Source: an optimization exercise on an open RTL-to-GDS flow (aim: small area). Production flows keep margins and buffers that such runs may drop.
The RTL was checked by simulation tests, not by an equivalence proof against the original design.
No activity file was given, so power comes from the tool's default toggle rates.

==> flow/design.v (excerpt) <==
module unlocker
(
    input  logic              clk,
    input  logic              arstN,
    input  logic              locker,
    input  logic              btn1,
    input  logic              btn2,
    input  logic              btn3,
    input  logic              btn4,
    input  logic              btn5,
    input  logic              switch1,
    input  logic [3:0]        inputCount,
    input  logic [unlockerPkg::digitW-1:0] userNameInput0,
    input  logic [unlockerPkg::digitW-1:0] userNameInput1,
    input  logic [unlockerPkg::digitW-1:0] userNameInput2,
    input  logic [unlockerPkg::digitW-1:0] userNameInput3,
    input  logic [unlockerPkg::digitW-1:0] passwordInput0,
    input  logic [unlockerPkg::digitW-1:0] passwordInput1,
    input  logic [unlockerPkg::digitW-1:0] passwordInput2,
    input  logic [unlockerPkg::digitW-1:0] passwordInput3,
    input  logic              flagResolve,
    output logic              lock,
    output logic              flag,
    output logic              flagSelect,
    output logic              resetCount
);
==> flow/config.mk <==
export PLATFORM = sky130hd
export DESIGN_NAME = unlocker
export DESIGN_NICKNAME = unlocker
export VERILOG_FILES = /design/flow/design.v
export SDC_FILE = /design/flow/constraint.sdc
export NUM_CORES = 4
export LEC_CHECK = 0
export CAP_MARGIN = 0
export CORE_MARGIN = 2
export CORE_UTILIZATION = 80
export GPL_TIMING_DRIVEN = 1
export PLACE_DENSITY = 0.9
export SLEW_MARGIN = 0
==> flow/constraint.sdc <==
create_clock -name core_clock -period 10.0 [get_ports {clk}]
set_input_delay 2.0000 -clock core_clock [delete_from_list [all_inputs] [get_ports {clk}]]
set_output_delay 2.0000 -clock core_clock [all_outputs]
set_load 0.01 [all_outputs]
standard.sh (not shown) runs the stock make flow with config.mk's settings and CLKGATE_MAP_FILE= SYNTH_SCRIPT=/design/flow/synth_recipe.tcl, a recipe that flattens the netlist after the stock synthesis.
==> flow/flow/run.sh <==
#!/bin/bash
# The standard layout (standard.sh) with area-oriented settings:
#  - synthesis: synth_recipe.tcl with an area-oriented abc script (flow/synth.tcl, flow/area.abc)
#  - the smallest buffer (buf_1) on every port
#  - CTS with clkbuf_16 leaves on clusters of up to 30 sinks, small root and tree buffers,
#    no dummy loads
#  - after global routing: ORFS's power recovery (RECOVER_POWER, which downsizes cells with
#    slack to spare) and a post-route hook (flow/post_grt.tcl) that repairs any max-slew or
#    max-capacitance violation that leaves
# Every tool's output goes to standard.log here (ORFS's own per-step logs stay under orfs/logs).
set -euo pipefail
here=$(pwd)
export AREA_ABC_SCRIPT=$here/flow/area.abc
bash standard.sh \
  SYNTH_SCRIPT=$here/flow/synth.tcl \
  BUFFER_PORTS_ARGS="-buffer_cell sky130_fd_sc_hd__buf_1" \
  CTS_ARGS="-sink_clustering_enable -repair_clock_nets -sink_clustering_size 30 -sink_clustering_max_diameter 100 -buf_list sky130_fd_sc_hd__clkbuf_16 -root_buf sky130_fd_sc_hd__clkbuf_4 -tree_buf sky130_fd_sc_hd__clkbuf_8 -dont_use_dummy_load" \
  RECOVER_POWER=100 \
  POST_GLOBAL_ROUTE_TCL=$here/flow/post_grt.tcl \
  finish > standard.log 2>&1
==> flow/flow/area.abc <==
strash
&get -n
&b
&dch
&nf -R 1000 -a
&put
==> flow/flow/post_grt.tcl <==
# After ORFS's power recovery (RECOVER_POWER), which downsizes cells on paths with slack
# to spare, repair any max-slew or max-capacitance violation it left, then re-route the
# nets that changed. Done twice.
for {set pass 0} {$pass < 2} {incr pass} {
  global_route -start_incremental
  if { $pass > 0 } {
    repair_timing -recover_power 100 -verbose
  }
  repair_design_helper
  detailed_placement
  global_route -end_incremental -congestion_report_file $::env(REPORTS_DIR)/congestion_post_area_repair_$pass.rpt
  estimate_parasitics -global_routing
}
report_check_types -max_slew -max_capacitance -violators
==> flow/flow/synth.tcl <==
# synth_recipe.tcl with one change: abc maps with this flow's area script (flow/area.abc).
# Registers are mapped by dfflibmap before abc, so they are the standard synthesis's.
proc synth {args} { yosys synth -nofsm -noshare {*}$args }
proc abc {args} {
  set i [lsearch -exact $args -script]
  if { $i >= 0 } {
    set args [lreplace $args $i [expr { $i + 1 }] -script $::env(AREA_ABC_SCRIPT)]
  }
  yosys abc {*}$args
}
source $::env(SCRIPTS_DIR)/synth.tcl
# left out here: clear keep_hierarchy, flatten, clean up, hide names made inside functions, write 1_2_yosys.v
Change:
==> flow/flow/run.sh (replaced) <==
#!/bin/bash
# The standard layout (standard.sh) with area-oriented settings:
#  - synthesis: synth_recipe.tcl with an area-oriented abc script (flow/synth.tcl, flow/area.abc)
#  - the smallest buffer (buf_1) on every port
#  - CTS with clkbuf_16 on clusters of up to 25 sinks and no dummy loads
set -euo pipefail
here=$(pwd)
export AREA_ABC_SCRIPT=$here/flow/area.abc
bash standard.sh \
  SYNTH_SCRIPT=$here/flow/synth.tcl \
  BUFFER_PORTS_ARGS="-buffer_cell sky130_fd_sc_hd__buf_1" \
  CTS_ARGS="-sink_clustering_enable -repair_clock_nets -sink_clustering_size 30 -sink_clustering_max_diameter 100 -buf_list sky130_fd_sc_hd__clkbuf_16 -dont_use_dummy_load" \
  RECOVER_POWER=100 \
  POST_GLOBAL_ROUTE_TCL=$here/flow/post_grt.tcl \
  finish > standard.log 2>&1
==> flow/flow/area.abc (replaced) <==
strash
&get -n
&dch
&nf -R 1000 -a
&put
==> flow/flow/post_grt.tcl (replaced) <==
# After ORFS's power recovery (RECOVER_POWER), which downsizes cells on paths with slack
# to spare, repair any max-slew or max-capacitance violation it left, then re-route the
# nets that changed.
global_route -start_incremental
repair_design_helper
detailed_placement
global_route -end_incremental -congestion_report_file $::env(REPORTS_DIR)/congestion_post_area_repair.rpt
estimate_parasitics -global_routing
report_check_types -max_slew -max_capacitance -violators
CAP_MARGIN = 20   (was 0)
SLEW_MARGIN = 20   (was 0)
Via count rises by 2.2%; final cell count rises by about 1.4%; synthesized cell count rises by about 2.4%; maximum frequency rises by 4.0%.


Starting RTL as in the previous note.
export LEC_CHECK = 0
export CAP_MARGIN = 20
export CORE_MARGIN = 2
export CORE_UTILIZATION = 80
export GPL_TIMING_DRIVEN = 1
export PLACE_DENSITY = 0.9
export SLEW_MARGIN = 20
create_clock -name core_clock -period 10.0 [get_ports {clk}]
==> flow/flow/run.sh <==
#!/bin/bash
# The standard layout (standard.sh) with area-oriented settings:
#  - synthesis: synth_recipe.tcl with an area-oriented abc script (flow/synth.tcl, flow/area.abc)
#  - the smallest buffer (buf_1) on every port
#  - CTS with clkbuf_16 on clusters of up to 25 sinks and no dummy loads
set -euo pipefail
here=$(pwd)
export AREA_ABC_SCRIPT=$here/flow/area.abc
bash standard.sh \
  SYNTH_SCRIPT=$here/flow/synth.tcl \
  BUFFER_PORTS_ARGS="-buffer_cell sky130_fd_sc_hd__buf_1" \
  CTS_ARGS="-sink_clustering_enable -repair_clock_nets -sink_clustering_size 30 -sink_clustering_max_diameter 100 -buf_list sky130_fd_sc_hd__clkbuf_16 -root_buf sky130_fd_sc_hd__clkbuf_4 -tree_buf sky130_fd_sc_hd__clkbuf_8 -dont_use_dummy_load" \
  RECOVER_POWER=100 \
  POST_GLOBAL_ROUTE_TCL=$here/flow/post_grt.tcl \
  finish > standard.log 2>&1
==> flow/flow/area.abc <==
strash
&get -n
&dch
&nf -R 1000 -a
&put
==> flow/flow/post_grt.tcl <==
# After ORFS's power recovery (RECOVER_POWER), which downsizes cells on paths with slack
# to spare, repair any max-slew or max-capacitance violation it left, then re-route the
# nets that changed. Done twice.
for {set pass 0} {$pass < 2} {incr pass} {
  global_route -start_incremental
  if { $pass > 0 } {
    repair_timing -recover_power 100 -verbose
  }
  repair_design_helper
  detailed_placement
  global_route -end_incremental -congestion_report_file $::env(REPORTS_DIR)/congestion_post_area_repair_$pass.rpt
  estimate_parasitics -global_routing
}
report_check_types -max_slew -max_capacitance -violators
Scripts as last shown in full above: flow/flow/synth.tcl
Then changed:
--- a/flow/flow/run.sh
+++ b/flow/flow/run.sh
@@ -3,5 +3,10 @@
 #  - synthesis: synth_recipe.tcl with an area-oriented abc script (flow/synth.tcl, flow/area.abc)
 #  - the smallest buffer (buf_1) on every port
-#  - CTS with clkbuf_16 on clusters of up to 25 sinks and no dummy loads
+#  - CTS with clkbuf_16 leaves on clusters of up to 30 sinks, small root and tree buffers,
+#    no dummy loads
+#  - after global routing: ORFS's power recovery (RECOVER_POWER, which downsizes cells with
+#    slack to spare) and a post-route hook (flow/post_grt.tcl) that repairs any max-slew or
+#    max-capacitance violation that leaves
+# Every tool's output goes to standard.log here (ORFS's own per-step logs stay under orfs/logs).
 set -euo pipefail
 here=$(pwd)
==> flow/flow/area.abc (replaced) <==
strash
&get -n
&b
&dch
&nf -R 1000 -a
&put
Settings changed: CAP_MARGIN 20 to 10, CORE_UTILIZATION 80 to 88, PLACE_DENSITY 0.9 to 0.95, SLEW_MARGIN 20 to 10.
The new run aborted during clock tree synthesis (4_1_cts) with DPL-0033. Synthesized cell count is lower by 2.3%. Synthesized area hardly moves.
Then changed:
==> flow/flow/run.sh (replaced) <==
#!/bin/bash
# The standard layout (standard.sh) with area-oriented settings:
#  - synthesis: synth_recipe.tcl with an area-oriented abc script (flow/synth.tcl, flow/area.abc)
#  - the smallest buffer (buf_1) on every port
#  - CTS with clkbuf_16 on clusters of up to 25 sinks and no dummy loads
set -euo pipefail
here=$(pwd)
export AREA_ABC_SCRIPT=$here/flow/area.abc
bash standard.sh \
  SYNTH_SCRIPT=$here/flow/synth.tcl \
  BUFFER_PORTS_ARGS="-buffer_cell sky130_fd_sc_hd__buf_1" \
  CTS_ARGS="-sink_clustering_enable -repair_clock_nets -sink_clustering_size 30 -sink_clustering_max_diameter 100 -buf_list sky130_fd_sc_hd__clkbuf_16 -dont_use_dummy_load" \
  finish > standard.log 2>&1
==> flow/flow/area.abc (replaced) <==
strash
&get -n
&dch
&nf -R 1000 -a
&put
Settings changed: CAP_MARGIN 10 to 20, CORE_UTILIZATION 88 to 65, GPL_TIMING_DRIVEN 1 to 0, PLACE_DENSITY 0.95 to 0.75, SLEW_MARGIN 10 to 20.
removed: flow/flow/post_grt.tcl
Effect: Now the flow finished with timing, DRC and antenna clean; synthesized area stays flat; synthesized cell count goes up by a few percent.
Then changed:
--- a/flow/flow/run.sh
+++ b/flow/flow/run.sh
@@ -11,3 +11,5 @@
   BUFFER_PORTS_ARGS="-buffer_cell sky130_fd_sc_hd__buf_1" \
   CTS_ARGS="-sink_clustering_enable -repair_clock_nets -sink_clustering_size 30 -sink_clustering_max_diameter 100 -buf_list sky130_fd_sc_hd__clkbuf_16 -dont_use_dummy_load" \
+  RECOVER_POWER=100 \
+  POST_GLOBAL_ROUTE_TCL=$here/flow/post_grt.tcl \
   finish > standard.log 2>&1
==> flow/flow/post_grt.tcl (new file) <==
# After ORFS's power recovery (RECOVER_POWER), which downsizes cells on paths with slack
# to spare, repair any max-slew or max-capacitance violation it left, then re-route the
# nets that changed. Done twice.
for {set pass 0} {$pass < 2} {incr pass} {
  global_route -start_incremental
  if { $pass > 0 } {
    repair_timing -recover_power 100 -verbose
  }
  repair_design_helper
  detailed_placement
  global_route -end_incremental -congestion_report_file $::env(REPORTS_DIR)/congestion_post_area_repair_$pass.rpt
  estimate_parasitics -global_routing
}
report_check_types -max_slew -max_capacitance -violators
Settings changed: CORE_UTILIZATION 65 to 80, GPL_TIMING_DRIVEN 0 to 1, PLACE_DENSITY 0.75 to 0.9.
The new run completed without violations; synthesized cell count does not change; synthesized area stays the same; combinational power goes up by roughly a tenth; wire length goes up by roughly a tenth; sequential power barely changes; worst setup slack improves by 0.19 ns; via count goes up by a few percent; design area goes down slightly; worst hold slack improves by 0.0081 ns; global-route usage goes up by 10 points.
Then changed:
--- a/flow/flow/run.sh
+++ b/flow/flow/run.sh
@@ -11,5 +11,3 @@
   BUFFER_PORTS_ARGS="-buffer_cell sky130_fd_sc_hd__buf_1" \
   CTS_ARGS="-sink_clustering_enable -repair_clock_nets -sink_clustering_size 30 -sink_clustering_max_diameter 100 -buf_list sky130_fd_sc_hd__clkbuf_16 -dont_use_dummy_load" \
-  RECOVER_POWER=100 \
-  POST_GLOBAL_ROUTE_TCL=$here/flow/post_grt.tcl \
   finish > standard.log 2>&1
Settings changed: CORE_UTILIZATION 80 to 40, GPL_TIMING_DRIVEN 1 to 0, PLACE_DENSITY 0.9 to default.
removed: flow/flow/post_grt.tcl
Outcome: The new run went through all stages and came out clean; synthesized cell count is unchanged; power stays flat; via count fell by roughly a tenth; die area rose by well over a third; setup slack improves by 0.12 ns.
Then changed:
==> flow/flow/run.sh (replaced) <==
#!/bin/bash
# Standard ORFS layout (the standard.sh, unchanged synthesis) with area-oriented knobs:
# smallest buffer on every port, no CTS dummy loads, power/area recovery after routing repair.
set -euo pipefail
bash standard.sh \
  BUFFER_PORTS_ARGS="-buffer_cell sky130_fd_sc_hd__buf_1" \
  CTS_ARGS="-sink_clustering_enable -repair_clock_nets -sink_clustering_size 25 -sink_clustering_max_diameter 80 -buf_list sky130_fd_sc_hd__clkbuf_16 -dont_use_dummy_load" \
  RECOVER_POWER=100 \
  finish > standard.log 2>&1
Settings changed: CTS_BUF_LIST from default to sky130_fd_sc_hd__clkbuf_16, CTS_CLUSTER_DIAMETER from default to 80, CTS_CLUSTER_SIZE from default to 25, GPL_TIMING_DRIVEN 0 to default.
removed: flow/flow/area.abc
removed: flow/flow/synth.tcl
Now the flow reached the layout checks and failed them: max-capacitance violations, max-slew violations.
Worst hold slack improves by 0.0097 ns.
Routed wire length came out higher by 1.5%.
Total power came out higher by 4.1%.
Cell area came out higher by 2.7%.

-- separate check: timing with driven ports --
Ports are ideal in the flow. The routed layouts listed here were re-timed in OpenROAD. Step 1, drivers: a clkbuf_16 drives clk and a buf_2 each remaining input, both assumed. Step 2, shift: input delay + t, output delay - t, t = (earliest + latest rising clock arrival at the registers) / 2. This alone moves slack from input paths to output paths. Slacks: ideal / step 1 / step 2; pairs: ideal / step 1.
run	t (ns)	setup WS [ns]	hold slack, ns
the first run of note 1	0.631	2.372 / 2.386 / 1.754	0.514 / 0.514 / 0.514
the second run of note 1	0.516	2.663 / 2.685 / 2.170	0.520 / 0.520 / 0.520
the first run of note 2	0.651	2.798 / 2.814 / 2.164	0.520 / 0.520 / 0.520
the third run of note 2	0.510	2.495 / 2.508 / 1.998	0.512 / 0.512 / 0.512
the fourth run of note 2	0.512	2.683 / 2.705 / 2.193	0.520 / 0.520 / 0.520
the fifth run of note 2	0.514	2.804 / 2.822 / 2.309	0.510 / 0.510 / 0.510
the sixth run of note 2	0.520	2.568 / 2.591 / 2.071	0.519 / 0.519 / 0.519
The setup slack of the first run of note 2, which loses most, moves by +0.016 ns with the drivers and by -0.634 ns with both steps.
